This design comes from an exercise in tuning for small area on the open sky130 flow, not from production work.
Only simulation tests tie the RTL to the original design; equivalence was not proved.

## flow/run.sh

```bash
#!/bin/bash
# synth_recipe.tcl (not shown) runs the flow's synth.tcl, then flattens the netlist and writes it again
# the make line also repeats each setting of config.mk as NAME=value (left out here)
make -C /OpenROAD-flow-scripts/flow DESIGN_CONFIG=/design/flow/config.mk WORK_HOME=/design/flow/orfs CLKGATE_MAP_FILE= SYNTH_SCRIPT=/design/flow/synth_recipe.tcl finish
```

## flow/config.mk

```make
export PLATFORM = sky130hd
export DESIGN_NAME = gregorian_date_up_down_counter_core
export DESIGN_NICKNAME = gregorian_date_up_down_counter_core
export VERILOG_FILES = /design/flow/design.v
export SDC_FILE = /design/flow/constraint.sdc
export NUM_CORES = 4
export LEC_CHECK = 0
export CAP_MARGIN = 20
export CORE_MARGIN = 2
export CORE_UTILIZATION = 70
export SLEW_MARGIN = 20
```

## flow/constraint.sdc

```tcl
create_clock -name core_clock -period 10.0 [get_ports {clk}]
set_input_delay 2.0000 -clock core_clock [delete_from_list [all_inputs] [get_ports {clk}]]
set_output_delay 2.0000 -clock core_clock [all_outputs]
set_load 0.01 [all_outputs]
```

## flow/design.v

```verilog
package gdc_pkg;
	localparam logic [1:0] CMD_FWD  = 2'd0;
	localparam logic [1:0] CMD_BACK = 2'd1;
	localparam logic [1:0] CMD_LOAD = 2'd2;
	localparam logic [13:0] RST_YEAR = 14'd1970;
	localparam logic [3:0]  RST_MON  = 4'd1;
	localparam logic [4:0]  RST_DAY  = 5'd1;
	function automatic logic [4:0] month_len(input logic [3:0] m, input logic leap);
		case (m)
			4'd4, 4'd6, 4'd9, 4'd11: month_len = 5'd30;
			4'd2:                    month_len = leap ? 5'd29 : 5'd28;
			default:                 month_len = 5'd31;
		endcase
	endfunction
	function automatic logic day_fits(input logic [4:0] d, input logic [3:0] m, input logic leap);
		case (m)
			4'd4, 4'd6, 4'd9, 4'd11: day_fits = (d != 5'd31);
			4'd2:                    day_fits = leap ? (d[4:1] != 4'b1111) : !(d[4:2] == 3'b111 && d[1:0] != 2'b00);
			default:                 day_fits = 1'b1;
		endcase
	endfunction
endpackage
module gdc_year_div (
	input  logic [26:11] v,
	output logic [13:0]  year
);
	logic yd_w1;
	logic yd_w2;
	logic yd_w3;
	logic yd_w4;
	logic yd_w5;
	logic yd_w6;
	logic yd_w7;
	logic yd_w8;
	logic yd_w9;
	logic yd_w10;
	logic yd_w11;
	logic yd_w12;
	logic yd_w13;
	logic yd_w14;
	logic yd_w15;
	logic yd_w16;
	logic yd_w17;
	logic yd_w18;
	logic yd_w19;
	logic yd_w20;
	logic yd_w21;
	logic yd_w22;
	logic yd_w23;
	logic yd_w24;
	logic yd_w25;
	logic yd_w26;
	logic yd_w27;
	logic yd_w28;
	logic yd_w29;
	logic yd_w30;
	logic yd_w31;
	logic yd_w32;
	logic yd_w33;
	logic yd_w34;
	logic yd_w35;
	logic yd_w36;
	logic yd_w37;
	logic yd_w38;
	logic yd_w39;
	logic yd_w40;
	logic yd_w41;
	logic yd_w42;
	logic yd_w43;
	logic yd_w44;
	logic yd_w45;
	logic yd_w46;
	logic yd_w47;
	logic yd_w48;
	logic yd_w49;
	logic yd_w50;
	logic yd_w51;
	logic yd_w52;
	logic yd_w53;
	logic yd_w54;
	logic yd_w55;
	logic yd_w56;
	logic yd_w57;
	logic yd_w58;
	logic yd_w59;
	logic yd_w60;
	logic yd_w61;
	logic yd_w62;
	logic yd_w63;
	logic yd_w64;
	logic yd_w65;
	logic yd_w66;
	logic yd_w67;
	logic yd_w68;
	logic yd_w69;
	logic yd_w70;
	logic yd_w71;
	logic yd_w72;
	logic yd_w73;
	logic yd_w74;
	logic yd_w75;
	logic yd_w76;
	logic yd_w77;
	logic yd_w78;
	logic yd_w79;
	logic yd_w80;
	logic yd_w81;
	logic yd_w82;
	logic yd_w83;
	logic yd_w84;
	logic yd_w85;
	logic yd_w86;
	logic yd_w87;
	logic yd_w88;
	logic yd_w89;
	logic yd_w90;
	logic yd_w91;
	logic yd_w92;
	logic yd_w93;
	logic yd_w94;
	logic yd_w95;
	logic yd_w96;
	logic yd_w97;
	logic yd_w98;
	logic yd_w99;
	logic yd_w100;
	logic yd_w101;
	logic yd_w102;
	logic yd_w103;
	logic yd_w104;
	logic yd_w105;
	logic yd_w106;
	logic yd_w107;
	logic yd_w108;
	logic yd_w109;
	logic yd_w110;
	logic yd_w111;
	logic yd_w112;
	logic yd_w113;
	logic yd_w114;
	logic yd_w115;
	logic yd_w116;
	logic yd_w117;
	logic yd_w118;
	logic yd_w119;
	logic yd_w120;
	logic yd_w121;
	logic yd_w122;
	logic yd_w123;
	logic yd_w124;
	logic yd_w125;
	logic yd_w126;
	logic yd_w127;
	logic yd_w128;
	logic yd_w129;
	logic yd_w130;
	logic yd_w131;
	logic yd_w132;
	logic yd_w133;
	logic yd_w134;
	logic yd_w135;
	logic yd_w136;
	logic yd_w137;
	logic yd_w138;
	logic yd_w139;
	logic yd_w140;
	logic yd_w141;
	logic yd_w142;
	logic yd_w143;
	logic yd_w144;
	logic yd_w145;
	logic yd_w146;
	logic yd_w147;
	logic yd_w148;
	logic yd_w149;
	logic yd_w150;
	logic yd_w151;
	logic yd_w152;
	logic yd_w153;
	logic yd_w154;
	logic yd_w155;
	logic yd_w156;
	logic yd_w157;
	logic yd_w158;
	logic yd_w159;
	logic yd_w160;
	logic yd_w161;
	logic yd_w162;
	logic yd_w163;
	logic yd_w164;
	logic yd_w165;
	logic yd_w166;
	logic yd_w167;
	logic yd_w168;
	logic yd_w169;
	logic yd_w170;
	logic yd_w171;
	logic yd_w172;
	logic yd_w173;
	logic yd_w174;
	logic yd_w175;
	logic yd_w176;
	logic yd_w177;
	assign yd_w1 = v[11] ^ v[12];
	assign yd_w2 = v[11] & v[12];
	assign yd_w3 = v[12] ^ v[13];
	assign yd_w4 = v[12] & v[13];
	assign yd_w5 = v[13] ^ v[14] ^ v[16];
	assign yd_w6 = (v[13] & v[14]) | (v[16] & (v[13] ^ v[14]));
	assign yd_w7 = v[14] ^ v[15];
	assign yd_w8 = v[14] & v[15];
	assign yd_w9 = v[15] ^ v[16];
	assign yd_w10 = v[15] & v[16];
	assign yd_w11 = v[16] ^ v[17];
	assign yd_w12 = v[16] & v[17];
	assign yd_w13 = v[17] ^ v[18];
	assign yd_w14 = v[17] & v[18];
	assign yd_w15 = yd_w1 ^ v[14] ^ v[17];
	assign yd_w16 = (yd_w1 & v[14]) | (v[17] & (yd_w1 ^ v[14]));
	assign yd_w17 = yd_w3 ^ v[15] ^ v[18];
	assign yd_w18 = (yd_w3 & v[15]) | (v[18] & (yd_w3 ^ v[15]));
	assign yd_w19 = ~v[21] ^ ~v[24];
	assign yd_w20 = ~v[21] & ~v[24];
	assign yd_w21 = yd_w5 ^ v[19] ^ ~v[22];
	assign yd_w22 = (yd_w5 & v[19]) | (~v[22] & (yd_w5 ^ v[19]));
	assign yd_w23 = ~v[25] ^ 1'b1 ^ yd_w4;
	assign yd_w24 = (~v[25] & 1'b1) | (yd_w4 & (~v[25] ^ 1'b1));
	assign yd_w25 = yd_w7 ^ v[17] ^ v[20];
	assign yd_w26 = (yd_w7 & v[17]) | (v[20] & (yd_w7 ^ v[17]));
	assign yd_w27 = ~v[23] ^ ~v[26] ^ yd_w6;
	assign yd_w28 = (~v[23] & ~v[26]) | (yd_w6 & (~v[23] ^ ~v[26]));
	assign yd_w29 = yd_w9 ^ v[18] ^ v[21];
	assign yd_w30 = (yd_w9 & v[18]) | (v[21] & (yd_w9 ^ v[18]));
	assign yd_w31 = ~v[24] ^ 1'b1 ^ yd_w8;
	assign yd_w32 = (~v[24] & 1'b1) | (yd_w8 & (~v[24] ^ 1'b1));
	assign yd_w33 = yd_w11 ^ v[19] ^ v[22];
	assign yd_w34 = (yd_w11 & v[19]) | (v[22] & (yd_w11 ^ v[19]));
	assign yd_w35 = ~v[25] ^ 1'b1 ^ yd_w10;
	assign yd_w36 = (~v[25] & 1'b1) | (yd_w10 & (~v[25] ^ 1'b1));
	assign yd_w37 = yd_w13 ^ v[20] ^ v[23];
	assign yd_w38 = (yd_w13 & v[20]) | (v[23] & (yd_w13 ^ v[20]));
	assign yd_w39 = ~v[26] ^ 1'b1 ^ yd_w12;
	assign yd_w40 = (~v[26] & 1'b1) | (yd_w12 & (~v[26] ^ 1'b1));
	assign yd_w41 = v[18] ^ v[19] ^ v[21];
	assign yd_w42 = (v[18] & v[19]) | (v[21] & (v[18] ^ v[19]));
	assign yd_w43 = v[24] ^ yd_w14;
	assign yd_w44 = v[24] & yd_w14;
	assign yd_w45 = v[19] ^ v[20] ^ v[22];
	assign yd_w46 = (v[19] & v[20]) | (v[22] & (v[19] ^ v[20]));
	assign yd_w47 = v[25] ^ 1'b1;
	assign yd_w48 = v[25] & 1'b1;
	assign yd_w49 = v[20] ^ v[21] ^ v[23];
	assign yd_w50 = (v[20] & v[21]) | (v[23] & (v[20] ^ v[21]));
	assign yd_w51 = v[26] ^ 1'b1;
	assign yd_w52 = v[26] & 1'b1;
	assign yd_w53 = v[21] ^ v[22] ^ v[24];
	assign yd_w54 = (v[21] & v[22]) | (v[24] & (v[21] ^ v[22]));
	assign yd_w55 = v[22] ^ v[23];
	assign yd_w56 = v[22] & v[23];
	assign yd_w57 = v[23] ^ v[24];
	assign yd_w58 = v[23] & v[24];
	assign yd_w59 = yd_w15 ^ ~v[20];
	assign yd_w60 = yd_w15 & ~v[20];
	assign yd_w61 = yd_w17 ^ yd_w19 ^ yd_w2;
	assign yd_w62 = (yd_w17 & yd_w19) | (yd_w2 & (yd_w17 ^ yd_w19));
	assign yd_w63 = yd_w21 ^ yd_w23 ^ yd_w18;
	assign yd_w64 = (yd_w21 & yd_w23) | (yd_w18 & (yd_w21 ^ yd_w23));
	assign yd_w65 = yd_w25 ^ yd_w27 ^ yd_w22;
	assign yd_w66 = (yd_w25 & yd_w27) | (yd_w22 & (yd_w25 ^ yd_w27));
	assign yd_w67 = yd_w29 ^ yd_w31 ^ yd_w26;
	assign yd_w68 = (yd_w29 & yd_w31) | (yd_w26 & (yd_w29 ^ yd_w31));
	assign yd_w69 = yd_w33 ^ yd_w35 ^ yd_w30;
	assign yd_w70 = (yd_w33 & yd_w35) | (yd_w30 & (yd_w33 ^ yd_w35));
	assign yd_w71 = yd_w37 ^ yd_w39 ^ yd_w34;
	assign yd_w72 = (yd_w37 & yd_w39) | (yd_w34 & (yd_w37 ^ yd_w39));
	assign yd_w73 = yd_w41 ^ yd_w43 ^ yd_w38;
	assign yd_w74 = (yd_w41 & yd_w43) | (yd_w38 & (yd_w41 ^ yd_w43));
	assign yd_w75 = yd_w45 ^ yd_w47 ^ yd_w42;
	assign yd_w76 = (yd_w45 & yd_w47) | (yd_w42 & (yd_w45 ^ yd_w47));
	assign yd_w77 = yd_w49 ^ yd_w51 ^ yd_w46;
	assign yd_w78 = (yd_w49 & yd_w51) | (yd_w46 & (yd_w49 ^ yd_w51));
	assign yd_w79 = yd_w53 ^ 1'b1 ^ yd_w50;
	assign yd_w80 = (yd_w53 & 1'b1) | (yd_w50 & (yd_w53 ^ 1'b1));
	assign yd_w81 = yd_w55 ^ v[25] ^ 1'b1;
	assign yd_w82 = (yd_w55 & v[25]) | (1'b1 & (yd_w55 ^ v[25]));
	assign yd_w83 = yd_w57 ^ v[26] ^ 1'b1;
	assign yd_w84 = (yd_w57 & v[26]) | (1'b1 & (yd_w57 ^ v[26]));
	assign yd_w85 = v[24] ^ v[25] ^ 1'b1;
	assign yd_w86 = (v[24] & v[25]) | (1'b1 & (v[24] ^ v[25]));
	assign yd_w87 = v[25] ^ v[26];
	assign yd_w88 = v[25] & v[26];
	assign yd_w89 = yd_w59 ^ ~v[23];
	assign yd_w90 = yd_w59 & ~v[23];
	assign yd_w91 = yd_w61 ^ yd_w16 ^ yd_w60;
	assign yd_w92 = (yd_w61 & yd_w16) | (yd_w60 & (yd_w61 ^ yd_w16));
	assign yd_w93 = yd_w63 ^ yd_w20 ^ yd_w62;
	assign yd_w94 = (yd_w63 & yd_w20) | (yd_w62 & (yd_w63 ^ yd_w20));
	assign yd_w95 = yd_w65 ^ yd_w24 ^ yd_w64;
	assign yd_w96 = (yd_w65 & yd_w24) | (yd_w64 & (yd_w65 ^ yd_w24));
	assign yd_w97 = yd_w67 ^ yd_w28 ^ yd_w66;
	assign yd_w98 = (yd_w67 & yd_w28) | (yd_w66 & (yd_w67 ^ yd_w28));
	assign yd_w99 = yd_w69 ^ yd_w32 ^ yd_w68;
	assign yd_w100 = (yd_w69 & yd_w32) | (yd_w68 & (yd_w69 ^ yd_w32));
	assign yd_w101 = yd_w71 ^ yd_w36 ^ yd_w70;
	assign yd_w102 = (yd_w71 & yd_w36) | (yd_w70 & (yd_w71 ^ yd_w36));
	assign yd_w103 = yd_w73 ^ yd_w40 ^ yd_w72;
	assign yd_w104 = (yd_w73 & yd_w40) | (yd_w72 & (yd_w73 ^ yd_w40));
	assign yd_w105 = yd_w75 ^ yd_w44 ^ yd_w74;
	assign yd_w106 = (yd_w75 & yd_w44) | (yd_w74 & (yd_w75 ^ yd_w44));
	assign yd_w107 = yd_w77 ^ yd_w48 ^ yd_w76;
	assign yd_w108 = (yd_w77 & yd_w48) | (yd_w76 & (yd_w77 ^ yd_w48));
	assign yd_w109 = yd_w79 ^ yd_w52 ^ yd_w78;
	assign yd_w110 = (yd_w79 & yd_w52) | (yd_w78 & (yd_w79 ^ yd_w52));
	assign yd_w111 = yd_w81 ^ yd_w54 ^ yd_w80;
	assign yd_w112 = (yd_w81 & yd_w54) | (yd_w80 & (yd_w81 ^ yd_w54));
	assign yd_w113 = yd_w83 ^ yd_w56 ^ yd_w82;
	assign yd_w114 = (yd_w83 & yd_w56) | (yd_w82 & (yd_w83 ^ yd_w56));
	assign yd_w115 = yd_w85 ^ yd_w58 ^ yd_w84;
	assign yd_w116 = (yd_w85 & yd_w58) | (yd_w84 & (yd_w85 ^ yd_w58));
	assign yd_w117 = yd_w87 ^ 1'b1 ^ yd_w86;
	assign yd_w118 = (yd_w87 & 1'b1) | (yd_w86 & (yd_w87 ^ 1'b1));
	assign yd_w119 = v[26] ^ 1'b1 ^ yd_w88;
	assign yd_w120 = (v[26] & 1'b1) | (yd_w88 & (v[26] ^ 1'b1));
	assign yd_w121 = yd_w89 ^ 1'b1;
	assign yd_w122 = yd_w89 & 1'b1;
	assign yd_w123 = yd_w91 ^ yd_w90 ^ yd_w122;
	assign yd_w124 = (yd_w91 & yd_w90) | (yd_w122 & (yd_w91 ^ yd_w90));
	assign yd_w125 = yd_w93 ^ yd_w92 ^ yd_w124;
	assign yd_w126 = (yd_w93 & yd_w92) | (yd_w124 & (yd_w93 ^ yd_w92));
	assign yd_w127 = yd_w95 ^ yd_w94 ^ yd_w126;
	assign yd_w128 = (yd_w95 & yd_w94) | (yd_w126 & (yd_w95 ^ yd_w94));
	assign yd_w129 = yd_w97 ^ yd_w96 ^ yd_w128;
	assign yd_w130 = (yd_w97 & yd_w96) | (yd_w128 & (yd_w97 ^ yd_w96));
	assign yd_w131 = yd_w99 ^ yd_w98 ^ yd_w130;
	assign yd_w132 = (yd_w99 & yd_w98) | (yd_w130 & (yd_w99 ^ yd_w98));
	assign yd_w133 = yd_w101 ^ yd_w100 ^ yd_w132;
	assign yd_w134 = (yd_w101 & yd_w100) | (yd_w132 & (yd_w101 ^ yd_w100));
	assign yd_w135 = yd_w103 ^ yd_w102 ^ yd_w134;
	assign yd_w136 = (yd_w103 & yd_w102) | (yd_w134 & (yd_w103 ^ yd_w102));
	assign yd_w137 = yd_w105 ^ yd_w104 ^ yd_w136;
	assign yd_w138 = (yd_w105 & yd_w104) | (yd_w136 & (yd_w105 ^ yd_w104));
	assign yd_w139 = yd_w107 ^ yd_w106 ^ yd_w138;
	assign yd_w140 = (yd_w107 & yd_w106) | (yd_w138 & (yd_w107 ^ yd_w106));
	assign yd_w141 = yd_w109 ^ yd_w108 ^ yd_w140;
	assign yd_w142 = (yd_w109 & yd_w108) | (yd_w140 & (yd_w109 ^ yd_w108));
	assign yd_w143 = yd_w99 & yd_w98;
	assign yd_w144 = yd_w99 | yd_w98;
	assign yd_w145 = yd_w101 & yd_w100;
	assign yd_w146 = yd_w101 | yd_w100;
	assign yd_w147 = yd_w103 & yd_w102;
	assign yd_w148 = yd_w103 | yd_w102;
	assign yd_w149 = yd_w105 & yd_w104;
	assign yd_w150 = yd_w105 | yd_w104;
	assign yd_w151 = yd_w107 & yd_w106;
	assign yd_w152 = yd_w107 | yd_w106;
	assign yd_w153 = yd_w109 & yd_w108;
	assign yd_w154 = yd_w109 | yd_w108;
	assign yd_w155 = yd_w145 | (yd_w146 & yd_w143);
	assign yd_w156 = yd_w146 & yd_w144;
	assign yd_w157 = yd_w149 | (yd_w150 & yd_w147);
	assign yd_w158 = yd_w150 & yd_w148;
	assign yd_w159 = yd_w153 | (yd_w154 & yd_w151);
	assign yd_w160 = yd_w154 & yd_w152;
	assign yd_w161 = yd_w157 | (yd_w158 & yd_w155);
	assign yd_w162 = yd_w158 & yd_w156;
	assign yd_w163 = yd_w159 | (yd_w160 & yd_w161);
	assign yd_w164 = yd_w160 & yd_w162;
	assign yd_w165 = yd_w163 | (yd_w164 & yd_w130);
	assign yd_w166 = yd_w111 ^ yd_w110 ^ yd_w165;
	assign yd_w167 = (yd_w111 & yd_w110) | (yd_w165 & (yd_w111 ^ yd_w110));
	assign yd_w168 = yd_w113 ^ yd_w112 ^ yd_w167;
	assign yd_w169 = (yd_w113 & yd_w112) | (yd_w167 & (yd_w113 ^ yd_w112));
	assign yd_w170 = yd_w115 ^ yd_w114 ^ yd_w169;
	assign yd_w171 = (yd_w115 & yd_w114) | (yd_w169 & (yd_w115 ^ yd_w114));
	assign yd_w172 = yd_w117 ^ yd_w116 ^ yd_w171;
	assign yd_w173 = (yd_w117 & yd_w116) | (yd_w171 & (yd_w117 ^ yd_w116));
	assign yd_w174 = yd_w119 ^ yd_w118 ^ yd_w173;
	assign yd_w175 = (yd_w119 & yd_w118) | (yd_w173 & (yd_w119 ^ yd_w118));
	assign yd_w176 = 1'b1 ^ yd_w120 ^ yd_w175;
	assign yd_w177 = (1'b1 & yd_w120) | (yd_w175 & (1'b1 ^ yd_w120));
	assign year = {yd_w176, yd_w174, yd_w172, yd_w170, yd_w168, yd_w166, yd_w141, yd_w139, yd_w137, yd_w135, yd_w133, yd_w131, yd_w129, yd_w127};
endmodule
module gdc_rem (
	input  logic [13:0] vlo,
	input  logic [9:0]  year,
	output logic [13:0] r
);
	logic rm_w1;
	logic rm_w2;
	logic rm_w3;
	logic rm_w4;
	logic rm_w5;
	logic rm_w6;
	logic rm_w7;
	logic rm_w8;
	logic rm_w9;
	logic rm_w10;
	logic rm_w11;
	logic rm_w12;
	logic rm_w13;
	logic rm_w14;
	logic rm_w15;
	logic rm_w16;
	logic rm_w17;
	logic rm_w18;
	logic rm_w19;
	logic rm_w20;
	logic rm_w21;
	logic rm_w22;
	logic rm_w23;
	logic rm_w24;
	logic rm_w25;
	logic rm_w26;
	logic rm_w27;
	logic rm_w28;
	logic rm_w29;
	logic rm_w30;
	logic rm_w31;
	logic rm_w32;
	logic rm_w33;
	logic rm_w34;
	logic rm_w35;
	logic rm_w36;
	logic rm_w37;
	logic rm_w38;
	logic rm_w39;
	logic rm_w40;
	logic rm_w41;
	logic rm_w42;
	logic rm_w43;
	logic rm_w44;
	logic rm_w45;
	logic rm_w46;
	logic rm_w47;
	logic rm_w48;
	logic rm_w49;
	logic rm_w50;
	logic rm_w51;
	logic rm_w52;
	logic rm_w53;
	logic rm_w54;
	assign rm_w1 = vlo[11] ^ ~year[7];
	assign rm_w2 = vlo[11] & ~year[7];
	assign rm_w3 = vlo[12] ^ ~year[8];
	assign rm_w4 = vlo[12] & ~year[8];
	assign rm_w5 = vlo[13] ^ ~year[9] ^ year[5];
	assign rm_w6 = (vlo[13] & ~year[9]) | (year[5] & (vlo[13] ^ ~year[9]));
	assign rm_w7 = ~year[2] ^ ~year[0];
	assign rm_w8 = ~year[2] & ~year[0];
	assign rm_w9 = rm_w1 ^ year[3];
	assign rm_w10 = rm_w1 & year[3];
	assign rm_w11 = rm_w3 ^ year[4] ^ ~year[1];
	assign rm_w12 = (rm_w3 & year[4]) | (~year[1] & (rm_w3 ^ year[4]));
	assign rm_w13 = rm_w5 ^ rm_w7 ^ 1'b1;
	assign rm_w14 = (rm_w5 & rm_w7) | (1'b1 & (rm_w5 ^ rm_w7));
	assign rm_w15 = vlo[4] ^ ~year[0];
	assign rm_w16 = vlo[4] & ~year[0];
	assign rm_w17 = vlo[5] ^ ~year[1];
	assign rm_w18 = vlo[5] & ~year[1];
	assign rm_w19 = vlo[6] ^ ~year[2];
	assign rm_w20 = vlo[6] & ~year[2];
	assign rm_w21 = vlo[7] ^ ~year[3];
	assign rm_w22 = vlo[7] & ~year[3];
	assign rm_w23 = vlo[8] ^ ~year[4] ^ year[0];
	assign rm_w24 = (vlo[8] & ~year[4]) | (year[0] & (vlo[8] ^ ~year[4]));
	assign rm_w25 = vlo[9] ^ ~year[5] ^ year[1];
	assign rm_w26 = (vlo[9] & ~year[5]) | (year[1] & (vlo[9] ^ ~year[5]));
	assign rm_w27 = vlo[10] ^ ~year[6] ^ year[2];
	assign rm_w28 = (vlo[10] & ~year[6]) | (year[2] & (vlo[10] ^ ~year[6]));
	assign rm_w29 = rm_w9 ^ ~year[0] ^ 1'b1;
	assign rm_w30 = (rm_w9 & ~year[0]) | (1'b1 & (rm_w9 ^ ~year[0]));
	assign rm_w31 = rm_w11 ^ rm_w2 ^ rm_w10;
	assign rm_w32 = (rm_w11 & rm_w2) | (rm_w10 & (rm_w11 ^ rm_w2));
	assign rm_w33 = rm_w13 ^ rm_w4 ^ rm_w12;
	assign rm_w34 = (rm_w13 & rm_w4) | (rm_w12 & (rm_w13 ^ rm_w4));
	assign rm_w35 = rm_w15 ^ 1'b1;
	assign rm_w36 = rm_w15 & 1'b1;
	assign rm_w37 = rm_w17 ^ rm_w16 ^ rm_w36;
	assign rm_w38 = (rm_w17 & rm_w16) | (rm_w36 & (rm_w17 ^ rm_w16));
	assign rm_w39 = rm_w19 ^ rm_w18 ^ rm_w38;
	assign rm_w40 = (rm_w19 & rm_w18) | (rm_w38 & (rm_w19 ^ rm_w18));
	assign rm_w41 = rm_w21 ^ rm_w20 ^ rm_w40;
	assign rm_w42 = (rm_w21 & rm_w20) | (rm_w40 & (rm_w21 ^ rm_w20));
	assign rm_w43 = rm_w23 ^ rm_w22 ^ rm_w42;
	assign rm_w44 = (rm_w23 & rm_w22) | (rm_w42 & (rm_w23 ^ rm_w22));
	assign rm_w45 = rm_w25 ^ rm_w24 ^ rm_w44;
	assign rm_w46 = (rm_w25 & rm_w24) | (rm_w44 & (rm_w25 ^ rm_w24));
	assign rm_w47 = rm_w27 ^ rm_w26 ^ rm_w46;
	assign rm_w48 = (rm_w27 & rm_w26) | (rm_w46 & (rm_w27 ^ rm_w26));
	assign rm_w49 = rm_w29 ^ rm_w28 ^ rm_w48;
	assign rm_w50 = (rm_w29 & rm_w28) | (rm_w48 & (rm_w29 ^ rm_w28));
	assign rm_w51 = rm_w31 ^ rm_w30 ^ rm_w50;
	assign rm_w52 = (rm_w31 & rm_w30) | (rm_w50 & (rm_w31 ^ rm_w30));
	assign rm_w53 = rm_w33 ^ rm_w32 ^ rm_w52;
	assign rm_w54 = (rm_w33 & rm_w32) | (rm_w52 & (rm_w33 ^ rm_w32));
	assign r[13:4] = {rm_w53, rm_w51, rm_w49, rm_w47, rm_w45, rm_w43, rm_w41, rm_w39, rm_w37, rm_w35};
	assign r[3:0] = vlo[3:0];
endmodule
module gdc_load_dec (
	input  logic [13:0] year,
	input  logic [13:0] vlo,
	output logic [3:0]  month,
	output logic [4:0]  day,
	output logic        fmt_ok
);
	logic [13:0] r;
	logic [3:0]  m;
	logic        exact, plus1;
	logic [3:0]  tdiff;
	logic        borrow;
	gdc_rem u_rem (.vlo(vlo), .year(year[9:0]), .r(r));
	always_comb begin
		m = 4'd0; exact = 1'b0; plus1 = 1'b0;
		case (r[10:5])
			6'd3:  begin m = 4'd1;  exact = 1'b1; end
			6'd4:  begin m = 4'd1;  plus1 = 1'b1; end
			6'd6:  begin m = 4'd2;  exact = 1'b1; end
			6'd7:  begin m = 4'd2;  plus1 = 1'b1; end
			6'd9:  begin m = 4'd3;  exact = 1'b1; end
			6'd10: begin m = 4'd3;  plus1 = 1'b1; end
			6'd12: begin m = 4'd4;  exact = 1'b1; end
			6'd13: begin m = 4'd4;  plus1 = 1'b1; end
			6'd15: begin m = 4'd5;  exact = 1'b1; end
			6'd16: begin m = 4'd5;  plus1 = 1'b1; end
			6'd18: begin m = 4'd6;  exact = 1'b1; end
			6'd19: begin m = 4'd6;  plus1 = 1'b1; end
			6'd21: begin m = 4'd7;  exact = 1'b1; end
			6'd22: begin m = 4'd7;  plus1 = 1'b1; end
			6'd25: begin m = 4'd8;  exact = 1'b1; end
			6'd26: begin m = 4'd8;  plus1 = 1'b1; end
			6'd28: begin m = 4'd9;  exact = 1'b1; end
			6'd29: begin m = 4'd9;  plus1 = 1'b1; end
			6'd31: begin m = 4'd10; exact = 1'b1; end
			6'd32: begin m = 4'd10; plus1 = 1'b1; end
			6'd34: begin m = 4'd11; exact = 1'b1; end
			6'd35: begin m = 4'd11; plus1 = 1'b1; end
			6'd37: begin m = 4'd12; exact = 1'b1; end
			6'd38: begin m = 4'd12; plus1 = 1'b1; end
			default: ;
		endcase
	end
	logic [3:0] bw;
	assign bw[0] = 1'b0;
	for (genvar i = 0; i < 3; i++) begin : g_sub
		assign tdiff[i] = r[2+i] ^ m[i] ^ bw[i];
		assign bw[i+1]  = (!r[2+i] && (m[i] || bw[i])) || (m[i] && bw[i]);
	end
	assign tdiff[3] = bw[3];
	assign borrow   = bw[3];
	logic big;
	assign big = year[13] && (year[12] || year[11]
		|| (year[10] && year[9] && year[8] && (year[7] || year[6] || year[5] || year[4])));
	assign month  = m;
	assign day    = {tdiff[2:0], r[1:0]};
	assign fmt_ok = !big && (r[13:11] == 3'd0)
		&& (exact ? !borrow : (plus1 && borrow)) && (day != 5'd0);
endmodule
module gdc_leap_res (
	input  logic [13:0] year,
	output logic [8:0]  s
);
	logic lp_w1;
	logic lp_w2;
	logic lp_w3;
	logic lp_w4;
	logic lp_w5;
	logic lp_w6;
	logic lp_w7;
	logic lp_w8;
	logic lp_w9;
	logic lp_w10;
	logic lp_w11;
	logic lp_w12;
	logic lp_w13;
	logic lp_w14;
	logic lp_w15;
	logic lp_w16;
	logic lp_w17;
	logic lp_w18;
	logic lp_w19;
	logic lp_w20;
	logic lp_w21;
	logic lp_w22;
	logic lp_w23;
	logic lp_w24;
	logic lp_w25;
	logic lp_w26;
	logic lp_w27;
	logic lp_w28;
	logic lp_w29;
	logic lp_w30;
	logic lp_w31;
	logic lp_w32;
	logic lp_w33;
	logic lp_w34;
	logic lp_w35;
	logic lp_w36;
	logic lp_w37;
	logic lp_w38;
	logic lp_w39;
	logic lp_w40;
	logic lp_w41;
	logic lp_w42;
	logic lp_w43;
	logic lp_w44;
	assign lp_w1 = ~year[7] ^ year[2];
	assign lp_w2 = ~year[7] & year[2];
	assign lp_w3 = ~year[8] ^ year[3] ^ ~year[13];
	assign lp_w4 = (~year[8] & year[3]) | (~year[13] & (~year[8] ^ year[3]));
	assign lp_w5 = ~year[9] ^ year[4];
	assign lp_w6 = ~year[9] & year[4];
	assign lp_w7 = year[7] ^ ~year[10];
	assign lp_w8 = year[7] & ~year[10];
	assign lp_w9 = year[8] ^ ~year[11] ^ year[6];
	assign lp_w10 = (year[8] & ~year[11]) | (year[6] & (year[8] ^ ~year[11]));
	assign lp_w11 = lp_w1 ^ ~year[12];
	assign lp_w12 = lp_w1 & ~year[12];
	assign lp_w13 = lp_w3 ^ 1'b1 ^ lp_w2;
	assign lp_w14 = (lp_w3 & 1'b1) | (lp_w2 & (lp_w3 ^ 1'b1));
	assign lp_w15 = lp_w5 ^ 1'b1 ^ lp_w4;
	assign lp_w16 = (lp_w5 & 1'b1) | (lp_w4 & (lp_w5 ^ 1'b1));
	assign lp_w17 = lp_w7 ^ year[5] ^ lp_w6;
	assign lp_w18 = (lp_w7 & year[5]) | (lp_w6 & (lp_w7 ^ year[5]));
	assign lp_w19 = lp_w9 ^ 1'b1 ^ lp_w8;
	assign lp_w20 = (lp_w9 & 1'b1) | (lp_w8 & (lp_w9 ^ 1'b1));
	assign lp_w21 = year[9] ^ 1'b1 ^ lp_w10;
	assign lp_w22 = (year[9] & 1'b1) | (lp_w10 & (year[9] ^ 1'b1));
	assign lp_w23 = year[10] ^ 1'b1;
	assign lp_w24 = year[10] & 1'b1;
	assign lp_w25 = year[11] ^ 1'b1;
	assign lp_w26 = year[11] & 1'b1;
	assign lp_w27 = lp_w11 ^ 1'b1;
	assign lp_w28 = lp_w11 & 1'b1;
	assign lp_w29 = lp_w13 ^ lp_w12 ^ lp_w28;
	assign lp_w30 = (lp_w13 & lp_w12) | (lp_w28 & (lp_w13 ^ lp_w12));
	assign lp_w31 = lp_w15 ^ lp_w14 ^ lp_w30;
	assign lp_w32 = (lp_w15 & lp_w14) | (lp_w30 & (lp_w15 ^ lp_w14));
	assign lp_w33 = lp_w17 ^ lp_w16 ^ lp_w32;
	assign lp_w34 = (lp_w17 & lp_w16) | (lp_w32 & (lp_w17 ^ lp_w16));
	assign lp_w35 = lp_w19 ^ lp_w18 ^ lp_w34;
	assign lp_w36 = (lp_w19 & lp_w18) | (lp_w34 & (lp_w19 ^ lp_w18));
	assign lp_w37 = lp_w21 ^ lp_w20 ^ lp_w36;
	assign lp_w38 = (lp_w21 & lp_w20) | (lp_w36 & (lp_w21 ^ lp_w20));
	assign lp_w39 = lp_w23 ^ lp_w22 ^ lp_w38;
	assign lp_w40 = (lp_w23 & lp_w22) | (lp_w38 & (lp_w23 ^ lp_w22));
	assign lp_w41 = lp_w25 ^ lp_w24 ^ lp_w40;
	assign lp_w42 = (lp_w25 & lp_w24) | (lp_w40 & (lp_w25 ^ lp_w24));
	assign lp_w43 = 1'b1 ^ lp_w26 ^ lp_w42;
	assign lp_w44 = (1'b1 & lp_w26) | (lp_w42 & (1'b1 ^ lp_w26));
	assign s = {lp_w43, lp_w41, lp_w39, lp_w37, lp_w35, lp_w33, lp_w31, lp_w29, lp_w27};
endmodule
module gdc_leap (
	input  logic [13:0] year,
	output logic        leap
);
	logic [8:0] s;
	logic       cent;
	gdc_leap_res u_res (.year(year), .s(s));
	always_comb begin
		case (s)
			9'd25, 9'd50, 9'd75, 9'd100, 9'd125, 9'd150,
			9'd175, 9'd200, 9'd225, 9'd250, 9'd275, 9'd300: cent = 1'b1;
			default: cent = 1'b0;
		endcase
	end
	assign leap = (year[1:0] == 2'd0) && (!cent || (year[3:2] == 2'd0));
endmodule
module gdc_step (
	input  logic [13:0] year,
	input  logic [3:0]  month,
	input  logic [4:0]  day,
	input  logic        leap,
	input  logic        back,
	output logic [13:0] year_nx,
	output logic [3:0]  month_nx,
	output logic [4:0]  day_nx,
	output logic        month_chg,
	output logic        year_chg
);
	logic [4:0]  mlen_cur, mlen_prev;
	logic        last_day, first_day;
	logic [14:0] yc;
	logic [5:0]  dc;
	logic [4:0]  mc;
	logic [13:0] year_pm;
	logic [4:0]  day_pm;
	logic [3:0]  mon_pm;
	logic        wrap;
	assign yc[0] = 1'b1;
	assign dc[0] = 1'b1;
	assign mc[0] = 1'b1;
	for (genvar i = 0; i < 14; i++) begin : g_y
		assign year_pm[i] = year[i] ^ yc[i];
		assign yc[i+1]    = yc[i] & (year[i] ^ back);
	end
	for (genvar i = 0; i < 5; i++) begin : g_d
		assign day_pm[i] = day[i] ^ dc[i];
		assign dc[i+1]   = dc[i] & (day[i] ^ back);
	end
	for (genvar i = 0; i < 4; i++) begin : g_m
		assign mon_pm[i] = month[i] ^ mc[i];
		assign mc[i+1]   = mc[i] & (month[i] ^ back);
	end
	assign mlen_cur  = gdc_pkg::month_len(month, leap);
	assign mlen_prev = gdc_pkg::month_len(mon_pm, leap);
	assign last_day  = (day == mlen_cur);
	assign first_day = (day == 5'd1);
	assign month_chg = back ? first_day : last_day;
	assign year_chg  = month_chg && (month == (back ? 4'd1 : 4'd12));
	assign wrap      = back ? (year == 14'd0) : (year == 14'd9999);
	assign year_nx  = wrap ? (back ? 14'd9999 : 14'd0) : year_pm;
	assign month_nx = year_chg ? (back ? 4'd12 : 4'd1) : mon_pm;
	assign day_nx   = !month_chg ? day_pm : (back ? (year_chg ? 5'd31 : mlen_prev) : 5'd1);
endmodule
module gdc_pack (
	input  logic [13:0] year,
	input  logic [3:0]  month,
	input  logic [4:0]  day,
	output logic [26:0] packed_date
);
	logic pk_w1;
	logic pk_w2;
	logic pk_w3;
	logic pk_w4;
	logic pk_w5;
	logic pk_w6;
	logic pk_w7;
	logic pk_w8;
	logic pk_w9;
	logic pk_w10;
	logic pk_w11;
	logic pk_w12;
	logic pk_w13;
	logic pk_w14;
	logic pk_w15;
	logic pk_w16;
	logic pk_w17;
	logic pk_w18;
	logic pk_w19;
	logic pk_w20;
	logic pk_w21;
	logic pk_w22;
	logic pk_w23;
	logic pk_w24;
	logic pk_w25;
	logic pk_w26;
	logic pk_w27;
	logic pk_w28;
	logic pk_w29;
	logic pk_w30;
	logic pk_w31;
	logic pk_w32;
	logic pk_w33;
	logic pk_w34;
	logic pk_w35;
	logic pk_w36;
	logic pk_w37;
	logic pk_w38;
	logic pk_w39;
	logic pk_w40;
	logic pk_w41;
	logic pk_w42;
	logic pk_w43;
	logic pk_w44;
	logic pk_w45;
	logic pk_w46;
	logic pk_w47;
	logic pk_w48;
	logic pk_w49;
	logic pk_w50;
	logic pk_w51;
	logic pk_w52;
	logic pk_w53;
	logic pk_w54;
	logic pk_w55;
	logic pk_w56;
	logic pk_w57;
	logic pk_w58;
	logic pk_w59;
	logic pk_w60;
	logic pk_w61;
	logic pk_w62;
	logic pk_w63;
	logic pk_w64;
	logic pk_w65;
	logic pk_w66;
	logic pk_w67;
	logic pk_w68;
	logic pk_w69;
	logic pk_w70;
	logic pk_w71;
	logic pk_w72;
	logic pk_w73;
	logic pk_w74;
	logic pk_w75;
	logic pk_w76;
	logic pk_w77;
	logic pk_w78;
	logic pk_w79;
	logic pk_w80;
	logic pk_w81;
	logic pk_w82;
	logic pk_w83;
	logic pk_w84;
	logic pk_w85;
	logic pk_w86;
	logic pk_w87;
	logic pk_w88;
	logic pk_w89;
	logic pk_w90;
	logic pk_w91;
	logic pk_w92;
	logic pk_w93;
	logic pk_w94;
	logic pk_w95;
	logic pk_w96;
	logic pk_w97;
	logic pk_w98;
	logic pk_w99;
	logic pk_w100;
	logic pk_w101;
	logic pk_w102;
	logic pk_w103;
	logic pk_w104;
	logic pk_w105;
	logic pk_w106;
	logic pk_w107;
	logic pk_w108;
	logic pk_w109;
	logic pk_w110;
	logic pk_w111;
	logic pk_w112;
	logic pk_w113;
	logic pk_w114;
	logic pk_w115;
	logic pk_w116;
	logic pk_w117;
	logic pk_w118;
	logic pk_w119;
	logic pk_w120;
	logic pk_w121;
	logic pk_w122;
	logic pk_w123;
	logic pk_w124;
	logic pk_w125;
	logic pk_w126;
	logic pk_w127;
	logic pk_w128;
	logic pk_w129;
	logic pk_w130;
	logic pk_w131;
	logic pk_w132;
	logic pk_w133;
	logic pk_w134;
	logic pk_w135;
	logic pk_w136;
	logic pk_w137;
	logic pk_w138;
	logic pk_w139;
	logic pk_w140;
	logic pk_w141;
	logic pk_w142;
	logic pk_w143;
	logic pk_w144;
	logic pk_w145;
	logic pk_w146;
	logic pk_w147;
	logic pk_w148;
	logic pk_w149;
	logic pk_w150;
	logic pk_w151;
	logic pk_w152;
	logic pk_w153;
	assign pk_w1 = ~year[0] ^ year[4];
	assign pk_w2 = ~year[0] & year[4];
	assign pk_w3 = pk_w1 ^ month[2];
	assign pk_w4 = pk_w1 & month[2];
	assign pk_w5 = ~year[1] ^ year[5] ^ month[3];
	assign pk_w6 = (~year[1] & year[5]) | (month[3] & (~year[1] ^ year[5]));
	assign pk_w7 = year[0] ^ year[2];
	assign pk_w8 = year[0] & year[2];
	assign pk_w9 = year[1] ^ year[3] ^ ~year[6];
	assign pk_w10 = (year[1] & year[3]) | (~year[6] & (year[1] ^ year[3]));
	assign pk_w11 = year[2] ^ year[4] ^ ~year[7];
	assign pk_w12 = (year[2] & year[4]) | (~year[7] & (year[2] ^ year[4]));
	assign pk_w13 = year[3] ^ year[5] ^ ~year[8];
	assign pk_w14 = (year[3] & year[5]) | (~year[8] & (year[3] ^ year[5]));
	assign pk_w15 = year[4] ^ year[6] ^ ~year[9];
	assign pk_w16 = (year[4] & year[6]) | (~year[9] & (year[4] ^ year[6]));
	assign pk_w17 = year[5] ^ year[7];
	assign pk_w18 = year[5] & year[7];
	assign pk_w19 = year[6] ^ year[8];
	assign pk_w20 = year[6] & year[8];
	assign pk_w21 = year[7] ^ year[9];
	assign pk_w22 = year[7] & year[9];
	assign pk_w23 = year[8] ^ year[10];
	assign pk_w24 = year[8] & year[10];
	assign pk_w25 = year[9] ^ year[11];
	assign pk_w26 = year[9] & year[11];
	assign pk_w27 = year[10] ^ year[12];
	assign pk_w28 = year[10] & year[12];
	assign pk_w29 = year[11] ^ year[13];
	assign pk_w30 = year[11] & year[13];
	assign pk_w31 = year[0] ^ month[2];
	assign pk_w32 = year[0] & month[2];
	assign pk_w33 = year[1] ^ month[0] ^ month[3];
	assign pk_w34 = (year[1] & month[0]) | (month[3] & (year[1] ^ month[0]));
	assign pk_w35 = year[2] ^ month[0] ^ month[1];
	assign pk_w36 = (year[2] & month[0]) | (month[1] & (year[2] ^ month[0]));
	assign pk_w37 = year[3] ^ month[1] ^ month[2];
	assign pk_w38 = (year[3] & month[1]) | (month[2] & (year[3] ^ month[1]));
	assign pk_w39 = pk_w3 ^ month[3] ^ 1'b1;
	assign pk_w40 = (pk_w3 & month[3]) | (1'b1 & (pk_w3 ^ month[3]));
	assign pk_w41 = pk_w5 ^ pk_w2 ^ pk_w4;
	assign pk_w42 = (pk_w5 & pk_w2) | (pk_w4 & (pk_w5 ^ pk_w2));
	assign pk_w43 = ~year[2] ^ year[6] ^ pk_w6;
	assign pk_w44 = (~year[2] & year[6]) | (pk_w6 & (~year[2] ^ year[6]));
	assign pk_w45 = year[0] ^ ~year[3] ^ year[7];
	assign pk_w46 = (year[0] & ~year[3]) | (year[7] & (year[0] ^ ~year[3]));
	assign pk_w47 = year[1] ^ ~year[4] ^ year[8];
	assign pk_w48 = (year[1] & ~year[4]) | (year[8] & (year[1] ^ ~year[4]));
	assign pk_w49 = pk_w7 ^ ~year[5] ^ year[9];
	assign pk_w50 = (pk_w7 & ~year[5]) | (year[9] & (pk_w7 ^ ~year[5]));
	assign pk_w51 = pk_w9 ^ year[10] ^ pk_w8;
	assign pk_w52 = (pk_w9 & year[10]) | (pk_w8 & (pk_w9 ^ year[10]));
	assign pk_w53 = pk_w11 ^ year[11] ^ pk_w10;
	assign pk_w54 = (pk_w11 & year[11]) | (pk_w10 & (pk_w11 ^ year[11]));
	assign pk_w55 = pk_w13 ^ year[12] ^ pk_w12;
	assign pk_w56 = (pk_w13 & year[12]) | (pk_w12 & (pk_w13 ^ year[12]));
	assign pk_w57 = pk_w15 ^ year[13] ^ pk_w14;
	assign pk_w58 = (pk_w15 & year[13]) | (pk_w14 & (pk_w15 ^ year[13]));
	assign pk_w59 = pk_w17 ^ ~year[10] ^ pk_w16;
	assign pk_w60 = (pk_w17 & ~year[10]) | (pk_w16 & (pk_w17 ^ ~year[10]));
	assign pk_w61 = pk_w19 ^ ~year[11] ^ pk_w18;
	assign pk_w62 = (pk_w19 & ~year[11]) | (pk_w18 & (pk_w19 ^ ~year[11]));
	assign pk_w63 = pk_w21 ^ ~year[12] ^ pk_w20;
	assign pk_w64 = (pk_w21 & ~year[12]) | (pk_w20 & (pk_w21 ^ ~year[12]));
	assign pk_w65 = pk_w23 ^ ~year[13] ^ pk_w22;
	assign pk_w66 = (pk_w23 & ~year[13]) | (pk_w22 & (pk_w23 ^ ~year[13]));
	assign pk_w67 = pk_w25 ^ 1'b1 ^ pk_w24;
	assign pk_w68 = (pk_w25 & 1'b1) | (pk_w24 & (pk_w25 ^ 1'b1));
	assign pk_w69 = pk_w27 ^ 1'b1 ^ pk_w26;
	assign pk_w70 = (pk_w27 & 1'b1) | (pk_w26 & (pk_w27 ^ 1'b1));
	assign pk_w71 = pk_w29 ^ 1'b1 ^ pk_w28;
	assign pk_w72 = (pk_w29 & 1'b1) | (pk_w28 & (pk_w29 ^ 1'b1));
	assign pk_w73 = year[12] ^ 1'b1 ^ pk_w30;
	assign pk_w74 = (year[12] & 1'b1) | (pk_w30 & (year[12] ^ 1'b1));
	assign pk_w75 = year[13] ^ 1'b1;
	assign pk_w76 = year[13] & 1'b1;
	assign pk_w77 = month[0] ^ day[2];
	assign pk_w78 = month[0] & day[2];
	assign pk_w79 = month[1] ^ day[3] ^ pk_w78;
	assign pk_w80 = (month[1] & day[3]) | (pk_w78 & (month[1] ^ day[3]));
	assign pk_w81 = pk_w31 ^ day[4] ^ pk_w80;
	assign pk_w82 = (pk_w31 & day[4]) | (pk_w80 & (pk_w31 ^ day[4]));
	assign pk_w83 = pk_w33 ^ pk_w32 ^ pk_w82;
	assign pk_w84 = (pk_w33 & pk_w32) | (pk_w82 & (pk_w33 ^ pk_w32));
	assign pk_w85 = pk_w35 ^ pk_w34 ^ pk_w84;
	assign pk_w86 = (pk_w35 & pk_w34) | (pk_w84 & (pk_w35 ^ pk_w34));
	assign pk_w87 = pk_w37 ^ pk_w36 ^ pk_w86;
	assign pk_w88 = (pk_w37 & pk_w36) | (pk_w86 & (pk_w37 ^ pk_w36));
	assign pk_w89 = pk_w39 ^ pk_w38 ^ pk_w88;
	assign pk_w90 = (pk_w39 & pk_w38) | (pk_w88 & (pk_w39 ^ pk_w38));
	assign pk_w91 = pk_w41 ^ pk_w40 ^ pk_w90;
	assign pk_w92 = (pk_w41 & pk_w40) | (pk_w90 & (pk_w41 ^ pk_w40));
	assign pk_w93 = pk_w43 ^ pk_w42 ^ pk_w92;
	assign pk_w94 = (pk_w43 & pk_w42) | (pk_w92 & (pk_w43 ^ pk_w42));
	assign pk_w95 = pk_w45 ^ pk_w44 ^ pk_w94;
	assign pk_w96 = (pk_w45 & pk_w44) | (pk_w94 & (pk_w45 ^ pk_w44));
	assign pk_w97 = pk_w47 ^ pk_w46 ^ pk_w96;
	assign pk_w98 = (pk_w47 & pk_w46) | (pk_w96 & (pk_w47 ^ pk_w46));
	assign pk_w99 = pk_w49 ^ pk_w48 ^ pk_w98;
	assign pk_w100 = (pk_w49 & pk_w48) | (pk_w98 & (pk_w49 ^ pk_w48));
	assign pk_w101 = pk_w51 ^ pk_w50 ^ pk_w100;
	assign pk_w102 = (pk_w51 & pk_w50) | (pk_w100 & (pk_w51 ^ pk_w50));
	assign pk_w103 = pk_w53 ^ pk_w52 ^ pk_w102;
	assign pk_w104 = (pk_w53 & pk_w52) | (pk_w102 & (pk_w53 ^ pk_w52));
	assign pk_w105 = pk_w55 ^ pk_w54 ^ pk_w104;
	assign pk_w106 = (pk_w55 & pk_w54) | (pk_w104 & (pk_w55 ^ pk_w54));
	assign pk_w107 = pk_w57 ^ pk_w56 ^ pk_w106;
	assign pk_w108 = (pk_w57 & pk_w56) | (pk_w106 & (pk_w57 ^ pk_w56));
	assign pk_w109 = pk_w59 ^ pk_w58 ^ pk_w108;
	assign pk_w110 = (pk_w59 & pk_w58) | (pk_w108 & (pk_w59 ^ pk_w58));
	assign pk_w111 = pk_w61 ^ pk_w60 ^ pk_w110;
	assign pk_w112 = (pk_w61 & pk_w60) | (pk_w110 & (pk_w61 ^ pk_w60));
	assign pk_w113 = pk_w63 ^ pk_w62 ^ pk_w112;
	assign pk_w114 = (pk_w63 & pk_w62) | (pk_w112 & (pk_w63 ^ pk_w62));
	assign pk_w115 = pk_w65 ^ pk_w64 ^ pk_w114;
	assign pk_w116 = (pk_w65 & pk_w64) | (pk_w114 & (pk_w65 ^ pk_w64));
	assign pk_w117 = pk_w53 & pk_w52;
	assign pk_w118 = pk_w53 | pk_w52;
	assign pk_w119 = pk_w55 & pk_w54;
	assign pk_w120 = pk_w55 | pk_w54;
	assign pk_w121 = pk_w57 & pk_w56;
	assign pk_w122 = pk_w57 | pk_w56;
	assign pk_w123 = pk_w59 & pk_w58;
	assign pk_w124 = pk_w59 | pk_w58;
	assign pk_w125 = pk_w61 & pk_w60;
	assign pk_w126 = pk_w61 | pk_w60;
	assign pk_w127 = pk_w63 & pk_w62;
	assign pk_w128 = pk_w63 | pk_w62;
	assign pk_w129 = pk_w65 & pk_w64;
	assign pk_w130 = pk_w65 | pk_w64;
	assign pk_w131 = pk_w119 | (pk_w120 & pk_w117);
	assign pk_w132 = pk_w120 & pk_w118;
	assign pk_w133 = pk_w123 | (pk_w124 & pk_w121);
	assign pk_w134 = pk_w124 & pk_w122;
	assign pk_w135 = pk_w127 | (pk_w128 & pk_w125);
	assign pk_w136 = pk_w128 & pk_w126;
	assign pk_w137 = pk_w133 | (pk_w134 & pk_w131);
	assign pk_w138 = pk_w134 & pk_w132;
	assign pk_w139 = pk_w129 | (pk_w130 & pk_w135);
	assign pk_w140 = pk_w130 & pk_w136;
	assign pk_w141 = pk_w139 | (pk_w140 & pk_w137);
	assign pk_w142 = pk_w140 & pk_w138;
	assign pk_w143 = pk_w141 | (pk_w142 & pk_w102);
	assign pk_w144 = pk_w67 ^ pk_w66 ^ pk_w143;
	assign pk_w145 = (pk_w67 & pk_w66) | (pk_w143 & (pk_w67 ^ pk_w66));
	assign pk_w146 = pk_w69 ^ pk_w68 ^ pk_w145;
	assign pk_w147 = (pk_w69 & pk_w68) | (pk_w145 & (pk_w69 ^ pk_w68));
	assign pk_w148 = pk_w71 ^ pk_w70 ^ pk_w147;
	assign pk_w149 = (pk_w71 & pk_w70) | (pk_w147 & (pk_w71 ^ pk_w70));
	assign pk_w150 = pk_w73 ^ pk_w72 ^ pk_w149;
	assign pk_w151 = (pk_w73 & pk_w72) | (pk_w149 & (pk_w73 ^ pk_w72));
	assign pk_w152 = pk_w75 ^ pk_w74 ^ pk_w151;
	assign pk_w153 = (pk_w75 & pk_w74) | (pk_w151 & (pk_w75 ^ pk_w74));
	assign packed_date = {pk_w152, pk_w150, pk_w148, pk_w146, pk_w144, pk_w115, pk_w113, pk_w111, pk_w109, pk_w107, pk_w105, pk_w103, pk_w101, pk_w99, pk_w97, pk_w95, pk_w93, pk_w91, pk_w89, pk_w87, pk_w85, pk_w83, pk_w81, pk_w79, pk_w77, day[1], day[0]};
endmodule
module gregorian_date_up_down_counter_core (
	input logic       clk,
	input logic       arst_n,
	input  logic        req_valid,
	output logic        req_ready,
	input  logic [1:0]  req_cmd,
	input  logic [26:0] req_load_value,
	output logic        rsp_valid,
	input  logic        rsp_ready,
	output logic [13:0] rsp_year_out,
	output logic [3:0]  rsp_month_out,
	output logic [4:0]  rsp_day_out,
	output logic [26:0] rsp_packed_now,
	output logic [26:0] rsp_packed_before,
	output logic        rsp_leap_flag,
	output logic        rsp_load_ok
);
	logic        v1_q;
	logic [1:0]  cmd1_q;
	logic [13:0] ly1_q;
	logic [13:0] vlo1_q;
	logic [13:0] year_q;
	logic [3:0]  mon_q;
	logic [4:0]  day_q;
	logic        leap_q;
	logic        vld_q;
	logic [26:0] before_q;
	logic        ok_q;
	logic        rdy2, take, adv;
	logic        is_step, is_back, is_load;
	logic [13:0] ld_year_c;
	logic [3:0]  ld_mon;
	logic [4:0]  ld_day;
	logic        ld_fmt_ok, load_ok;
	logic [13:0] st_year, year_d;
	logic [3:0]  st_mon;
	logic [4:0]  st_day;
	logic        month_chg, year_chg;
	logic        en_y, en_m, en_d;
	logic        leap_new;
	logic [26:0] pack_now;
	assign rdy2      = !vld_q || rsp_ready;
	assign req_ready = !v1_q || rdy2;
	assign take      = req_valid && req_ready;
	assign adv       = v1_q && rdy2;
	gdc_year_div u_ydiv (.v(req_load_value[26:11]), .year(ld_year_c));
	always_ff @(posedge clk or negedge arst_n) begin
		if (!arst_n) begin
			v1_q <= 1'b0;
		end else if (req_ready) begin
			v1_q <= req_valid;
		end
	end
	always_ff @(posedge clk) begin
		if (take) begin
			cmd1_q <= req_cmd;
			ly1_q  <= ld_year_c;
			vlo1_q <= req_load_value[13:0];
		end
	end
	assign is_step = !cmd1_q[1];
	assign is_back = cmd1_q[0];
	assign is_load = (cmd1_q == gdc_pkg::CMD_LOAD);
	gdc_load_dec u_dec (
		.year   (ly1_q),
		.vlo    (vlo1_q),
		.month  (ld_mon),
		.day    (ld_day),
		.fmt_ok (ld_fmt_ok)
	);
	gdc_step u_step (
		.year     (year_q),
		.month    (mon_q),
		.day      (day_q),
		.leap     (leap_q),
		.back     (is_back),
		.year_nx  (st_year),
		.month_nx (st_mon),
		.day_nx   (st_day),
		.month_chg (month_chg),
		.year_chg (year_chg)
	);
	assign year_d = is_load ? ly1_q : st_year;
	gdc_leap u_leap (.year(year_d), .leap(leap_new));
	assign load_ok = is_load && ld_fmt_ok && gdc_pkg::day_fits(ld_day, ld_mon, leap_new);
	gdc_pack u_pack (
		.year        (year_q),
		.month       (mon_q),
		.day         (day_q),
		.packed_date (pack_now)
	);
	assign en_y = adv && (load_ok || (is_step && year_chg));
	assign en_m = adv && (load_ok || (is_step && month_chg));
	assign en_d = adv && (load_ok || is_step);
	always_ff @(posedge clk or negedge arst_n) begin
		if (!arst_n) begin
			year_q <= gdc_pkg::RST_YEAR;
			mon_q  <= gdc_pkg::RST_MON;
			day_q  <= gdc_pkg::RST_DAY;
			leap_q <= 1'b0;
			vld_q  <= 1'b0;
		end else begin
			if (rdy2) vld_q <= v1_q;
			if (en_y) begin
				year_q <= year_d;
				leap_q <= leap_new;
			end
			if (en_m) mon_q <= is_load ? ld_mon : st_mon;
			if (en_d) day_q <= is_load ? ld_day : st_day;
		end
	end
	always_ff @(posedge clk) begin
		if (adv) begin
			before_q <= pack_now;
			ok_q     <= load_ok;
		end
	end
	assign rsp_valid         = vld_q;
	assign rsp_year_out      = year_q;
	assign rsp_month_out     = mon_q;
	assign rsp_day_out       = day_q;
	assign rsp_packed_now    = pack_now;
	assign rsp_packed_before = before_q;
	assign rsp_leap_flag     = leap_q;
	assign rsp_load_ok       = ok_q;
endmodule
```

==> impl_metrics.yaml, run 1 <==
worst_setup_path:
  cpMostUsedCell: "fa_2"
  cp-start-kind: "flip-flop"
  arrival_ps: 7850
  max_stage_delay_ps: 560
  crit_family: "adder cells"
  path_buf_inv: 5
  crit_slowest_cell: "dfstp_2"
  required_ps: 8000
  cp-end-kind: "output port"
  crit_path_max_fanout: 3
  path_class: "flip-flop to output port"
synth:
  yosysMostFrequentCell: "inv_1"
  ys.flop_type: "edfxtp_1"
  synth_top_area_share_pct: 24.27
  ys_top_cells_by_count: "202 x inv_1, 115 x fa_1, 91 x ha_1, 58 x edfxtp_1, 37 x nor2_1"
  ys_warn_count: 4
  yosysSeqAreaShare_pct: 25.34
  synth_edf_count: 58
  syn-cell-area_um2: 9484
  avgSynthCellArea_um2: 10.21
  synth_area_leaders: "fa_1 24%, edfxtp_1 18%, ha_1 12%"
  synth_fp_nets: 1168
  ys_seq_elements: 84
  async_flop_share_pct: 30.95
  postSynthCellCount: 929
  synth_area_leader_cell: "fa_1"
  synthDistinctLibCells: 82
detailed_routing:
  ant_nets: 0
  drtIter0Drc: 620
  drc: 0
  wl_per_cell_um: 18.12
  post_drt_via_cell_ratio: 5.917
  wirelength_um: 21600
  drt_pass1_iterations: 7
  vias: 7053
clocking:
  cts.sinks: 84
  clk_latency_ps: 360
  clockBufferDepth: 2
  cts_tree: "built"
  cts_root_buf: "clkbuf_16"
  cts_hold_buffers: 0
  cts.clk_slew.worst_paths_ps: 70
  cts_buffers: 9
  htreeDepth: 3
final_layout:
  design_area_um2: 10920
  fillers: 780
  nets: 1250
  area_growth_pct: 15.18
  drive_gt1_share_pct: 7.185
  antenna_cells: 0
die:
  dieArea_um2: 14500
  die_w_um: 120.4
  core_um2: 13240
  die_y_um: 120.4
  fp-row-count: 42
  ioPinCount: 114
  initial_utilization_pct: 71.62
sta:
  setup_viol: 0
  slew_headroom_pct: 30.82
  drv_slew: 0
  clock_skew_ps: 11.07
  worst_pin_slew_ps: 1031
  post-route-min-period_ps: 9847
  timing.final.crit_share_pct: 98.47
  fmax_mhz: 101.6
  finalHoldViolations: 0
global_route:
  use_met3_pct: 4.953
  grt_overflow_total: 0
  grt_pass1_wl_um: 34960
  grt-busiest-layer: "met2"
  grt_max_degree: 31
  antenna_found_initial: 0
  grt_usage_pct: 30.81
  gr-usage-met1_pct: 38.21
  grt_pass1_vias: 7254
  met2_usage_pct: 55.90
place:
  hpwlAfterDp_um: 17240
  placed_area_um2: 10600
  routabilityCongestion: 0.9501
  io_buffers: 113
job:
  cap_violations: 0
outcome:
  status: "timing/DRC/antenna clean"
hold_path:
  hold_path_class: "flip-flop to flip-flop"
[cells in the final DEF, fill, tap and decap left out, types with 6 or more instances in the layout]
master / n
fa_1: 106
o22ai_1: 7
nor2_1: 37
xor2_1: 6
nand2_1: 35
a211oi_1: 6
ha_1: 91
nor4b_1: 7
nand4b_1: 8
nor3_1: 16
clkdlybuf4s50_1: 109
buf_4: 16
and2_1: 6
a21oi_1: 34
a21o_1: 7
mux2i_1: 10
xnor2_1: 26
o21bai_1: 7
mux2_1: 8
clkbuf_16: 9
a31oi_1: 8
o21ai_0: 24
edfxtp_1: 58
dfrtp_1: 17
dfstp_2: 9
inv_1: 201
nor4_1: 6
fa_2: 9
o21ai_1: 6
nand2b_1: 11
nand3_1: 6
[stage by stage]
stage	hold slack [ps]	setup TNS [ps]	setup slack, ps	instances	util, %
global route	536.3	-43.95	-43.95	1192	82.49
finish	527.0	0	153.3	1192	82.49
CTS	520.7	-80.47	-80.47	1192	82.26
global placement	468.8	0	104.1	1175	80.05
floorplan	457.2	0	687.0	929	-
detailed placement	504.2	-170.9	-170.9	1175	80.05
[worst register-to-register path, delay by kind of cell (launching register included)]
kind | cells | cell delay, ps
simple gates | 6 | 1180
fa+ha+maj | 9 | 3560
compound gates | 8 | 1820
flops | 1 | 670
buf+inv | 7 | 710
xor+xnor | 1 | 90
mux | 1 | 360
[sequential cells by signal, indices dropped and copies added, names as in the netlist, 2 cells and up]
register / flops
cmd1_q: 2
vlo1_q: 14
before_q: 27
mon_q: 4
year_q: 14
ly1_q: 14
day_q: 5
[per-layer routing]
layer	up-vias	part of all wire (%)	wire [µm]
li1	3208	-	-
met1	3489	39	8511
met2	312	53	11410
met3	44	5.9	1273
met4	0	1.9	403
met5	-	0	0
[final timing paths]
check	from	end	slack (ps)	cells past startpoint
setup / recovery	mon_q[0]	rsp_packed_now[26]	150	30
hold / removal	v1_q	vld_q	530	1
setup reg to reg	year_q[4]	day_q[2]	1490	32
hold reg to reg	v1_q	vld_q	530	1
max in group asynchronous	arst_n	year_q[9]	7640	2
min in group asynchronous	arst_n	day_q[1]	2030	2
[cells by family after synthesis]
logic type	count (synthesis)	share of synthesized area, %
muxes	21	2.480
DFF	84	25.34
adders and majority gates	206	36.28
and+or+nand+nor	179	10.83
AOI/OAI and AO/OA	144	10.17
buffers and inverters	260	11.66
xor gates and xnor gates	35	3.232
[area by class of cell]
cell class	count	area, µm²	share of cell area [%]
repair buffers	129	1241	11.36
multi-input cells	585	6023	55.14
flip-flops and latches	84	2404	22.00
clock inverters	6	48.80	0.4467
inverters	202	758.2	6.941
well taps	176	220.2	2.016
clock buffers	10	229.0	2.096
[what timing repair did]
item,in CTS,in global routing
resized for setup,12,12
buffers inserted,1,0
setup endpoints to repair,4,5
pin swaps,4,4
==> run 2, diff against run 1 <==
==> flow/flow/run.sh (new file) <==
#!/bin/bash
# The standard layout, with the port buffers that placement inserts made
# sky130_fd_sc_hd__buf_1 instead of the flow's default choice. Synthesis is the
# standard one, run on its own first so the buffer setting reaches only placement.
set -euo pipefail
bash standard.sh synth > synth.log 2>&1
bash standard.sh "BUFFER_PORTS_ARGS=-buffer_cell sky130_fd_sc_hd__buf_1" finish > layout.log 2>&1
==> flow/standard.sh (new file) <==
#!/bin/bash
# synth_recipe.tcl (not shown) runs the flow's synth.tcl, then flattens the netlist and writes it again
# the make line also repeats each setting of config.mk as NAME=value (left out here)
make -C /OpenROAD-flow-scripts/flow DESIGN_CONFIG=/design/flow/config.mk WORK_HOME=/design/flow/orfs CLKGATE_MAP_FILE= SYNTH_SCRIPT=/design/flow/synth_recipe.tcl "${@:-finish}"
removed: flow/run.sh
==> impl_metrics.yaml, run 2 <==
worst_setup_path:
  cp-end-kind: "output port"
  path_buf_inv: 6
  crit_path_max_fanout: 4
  cpMostUsedCell: "fa_1"
  crit_slowest_cell: "dfstp_2"
  max_stage_delay_ps: 580
  arrival_ps: 7800
  path_class: "flip-flop to output port"
  path_cells: "fa_1, inv_1, fa_1, inv_1, fa_2, fa_2, inv_1, fa_1, inv_1, fa_1, fa_2, fa_2, fa_2, fa_2, fa_2, buf_4, fa_1, fa_1, fa_1, fa_1, fa_1, fa_1, xor2_1, clkbuf_2"
  required_ps: 8000
  cp-start-kind: "flip-flop"
  crit_family: "adder cells"
job:
  cap_violations: 0
global_route:
  use_met3_pct: 4.906
  antenna_found_initial: 0
  grt_usage_pct: 30.49
  met2_usage_pct: 54.45
  grt_max_degree: 31
  grt-busiest-layer: "met2"
  grt_pass1_vias: 7195
  grt_pass1_wl_um: 34490
  grt_overflow_total: 0
  gr-usage-met1_pct: 37.86
final_layout:
  multi_input_area_um2: 6010
  fillers: 933
  final_cell_mix: "200 x inv_1, 111 x buf_1, 104 x fa_1"
  antenna_cells: 0
  final_common_cell: "inv_1"
  design_area_um2: 10200
  finish.utilization_pct: 77.03
  area_growth_pct: 7.559
  top_register: "before_q"
  largest_reg_flops: 27
  ff_latch_area_um2: 2405
  drive_gt1_share_pct: 7.002
  nets: 1248
sta:
  post-route-min-period_ps: 9803
  finalHoldViolations: 0
  clock_skew_ps: 11.82
  timing.final.crit_share_pct: 98.03
  drv_slew: 0
  setup_viol: 0
  slew_headroom_pct: 33.22
  fmax_mhz: 102.0
  worst_slack_ps: 197.0
  worst_pin_slew_ps: 995.6
synth:
  ys_warn_count: 4
  synth_area_leader_cell: "fa_1"
  syn-cell-area_um2: 9484
  yosysMostFrequentCell: "inv_1"
  synth_area_leaders: "fa_1 24%, edfxtp_1 18%, ha_1 12%"
  async_flop_share_pct: 30.95
  ys.flop_type: "edfxtp_1"
  synthDistinctLibCells: 82
  synth_top_area_share_pct: 24.27
  avgSynthCellArea_um2: 10.21
  synth_edf_count: 58
  ys_top_cells_by_count: "202 x inv_1, 115 x fa_1, 91 x ha_1, 58 x edfxtp_1, 37 x nor2_1"
  ys_seq_elements: 84
  yosysSeqAreaShare_pct: 25.34
  synth_fp_nets: 1168
  postSynthCellCount: 929
clocking:
  cts.clk_slew.worst_paths_ps: 70
  cts_root_buf: "clkbuf_16"
  clk_latency_ps: 360
  cts.sinks: 84
  cts_hold_buffers: 0
  cts_tree: "built"
  cts_buffers: 9
  htreeDepth: 3
  clockBufferDepth: 2
die:
  fp-row-count: 42
  die_w_um: 120.4
  initial_utilization_pct: 71.62
  core_um2: 13240
  ioPinCount: 114
  dieArea_um2: 14500
  die_y_um: 120.4
detailed_routing:
  ant_nets: 0
  post_drt_via_cell_ratio: 5.797
  drtIter0Drc: 521
  wl_per_cell_um: 17.49
  vias: 6899
  drt_pass1_iterations: 5
  wirelength_um: 20820
  drc: 0
place:
  routabilityCongestion: 0.9366
  io_buffers: 113
  placed_area_um2: 9863
  hpwlAfterDp_um: 16810
  pre_cts_slack_ps: 309.6
hold_path:
  hold_path_class: "flip-flop to flip-flop"
outcome:
  status: "timing/DRC/antenna clean"
==> run 2: path summary, 6_finish.rpt <==
check	slack (ps)	start	cells past startpoint	end
min in group asynchronous	1630	arst_n	2	v1_q
hold / removal	500	v1_q	1	vld_q
setup reg to reg	1560	year_q[4]	32	day_q[2]
hold reg to reg	500	v1_q	1	vld_q
setup / recovery	200	mon_q[0]	24	rsp_packed_now[21]
max in group asynchronous	8040	arst_n	2	year_q[5]
==> run 2: repair_timing <==
action                     CTS  global route
setup buffers                0             3
setup endpoints to repair    1             4
pin swaps                    0             4
gates resized for setup      4            13
==> run 2: kinds of logic after synthesis <==
logic type | synth area share [%]
xor gates and xnor gates | 3.232
muxes | 2.480
buffers and inverters | 11.66
adders and majority gates | 36.28
DFF | 25.34
and+or+nand+nor | 10.83
AOI/OAI and AO/OA | 10.17
==> run 2: per-stage QoR <==
stage	setup TNS, ps	hold slack [ps]	instances
global placement	0	467.5	1171
detailed placement	0	477.7	1171
global route	-26.10	508.7	1190
finish	0	495.5	1190
CTS	0	495.3	1187
floorplan	0	457.2	929
==> run 2: layout make-up <==
type	count	share of cell area (%)
multi-input combinational	585	58.91
sequential	84	23.57
timing repair buffer	127	5.250
clock buffer	12	2.416
inverter	202	7.433
tap	176	2.159
clock inverter	4	0.2576
==> run 2: routing by layer <==
metal | wire, µm | up-vias
met3 | 1150 | 40
met5 | 0 | -
met1 | 8382 | 3407
li1 | - | 3205
met4 | 518 | 0
met2 | 10760 | 247

static timing again, ports no longer ideal:
Ports are ideal in the flow. The routed layouts listed here were re-timed in OpenROAD. Step 1 assumes that a clkbuf_16 drives the clock port and a buf_2 every other input. Step 2 moves the port delays by t, midway between the first and last clock arrival at a register: inputs arrive t later, outputs are due t later. That takes back most of the time a late clock gives input paths. a / b / c = ideal ports / drivers / drivers and shift; a / b = the first two.
| run | shift t [ns] | setup slack, ns | worst hold slack (ns) | clock arrival spread, ns | worst data-port slew with drivers (ns) |
|---|---|---|---|---|---|
| run 1 | 0.397 | 0.153 / 0.112 / 0.508 | 0.527 / 0.527 / 0.527 | 0.011 / 0.011 | 0.05 |
| run 2 | 0.392 | 0.197 / 0.154 / 0.546 | 0.495 / 0.495 / 0.495 | 0.012 / 0.012 | 0.03 |
After both steps setup and hold are still met in every run listed.
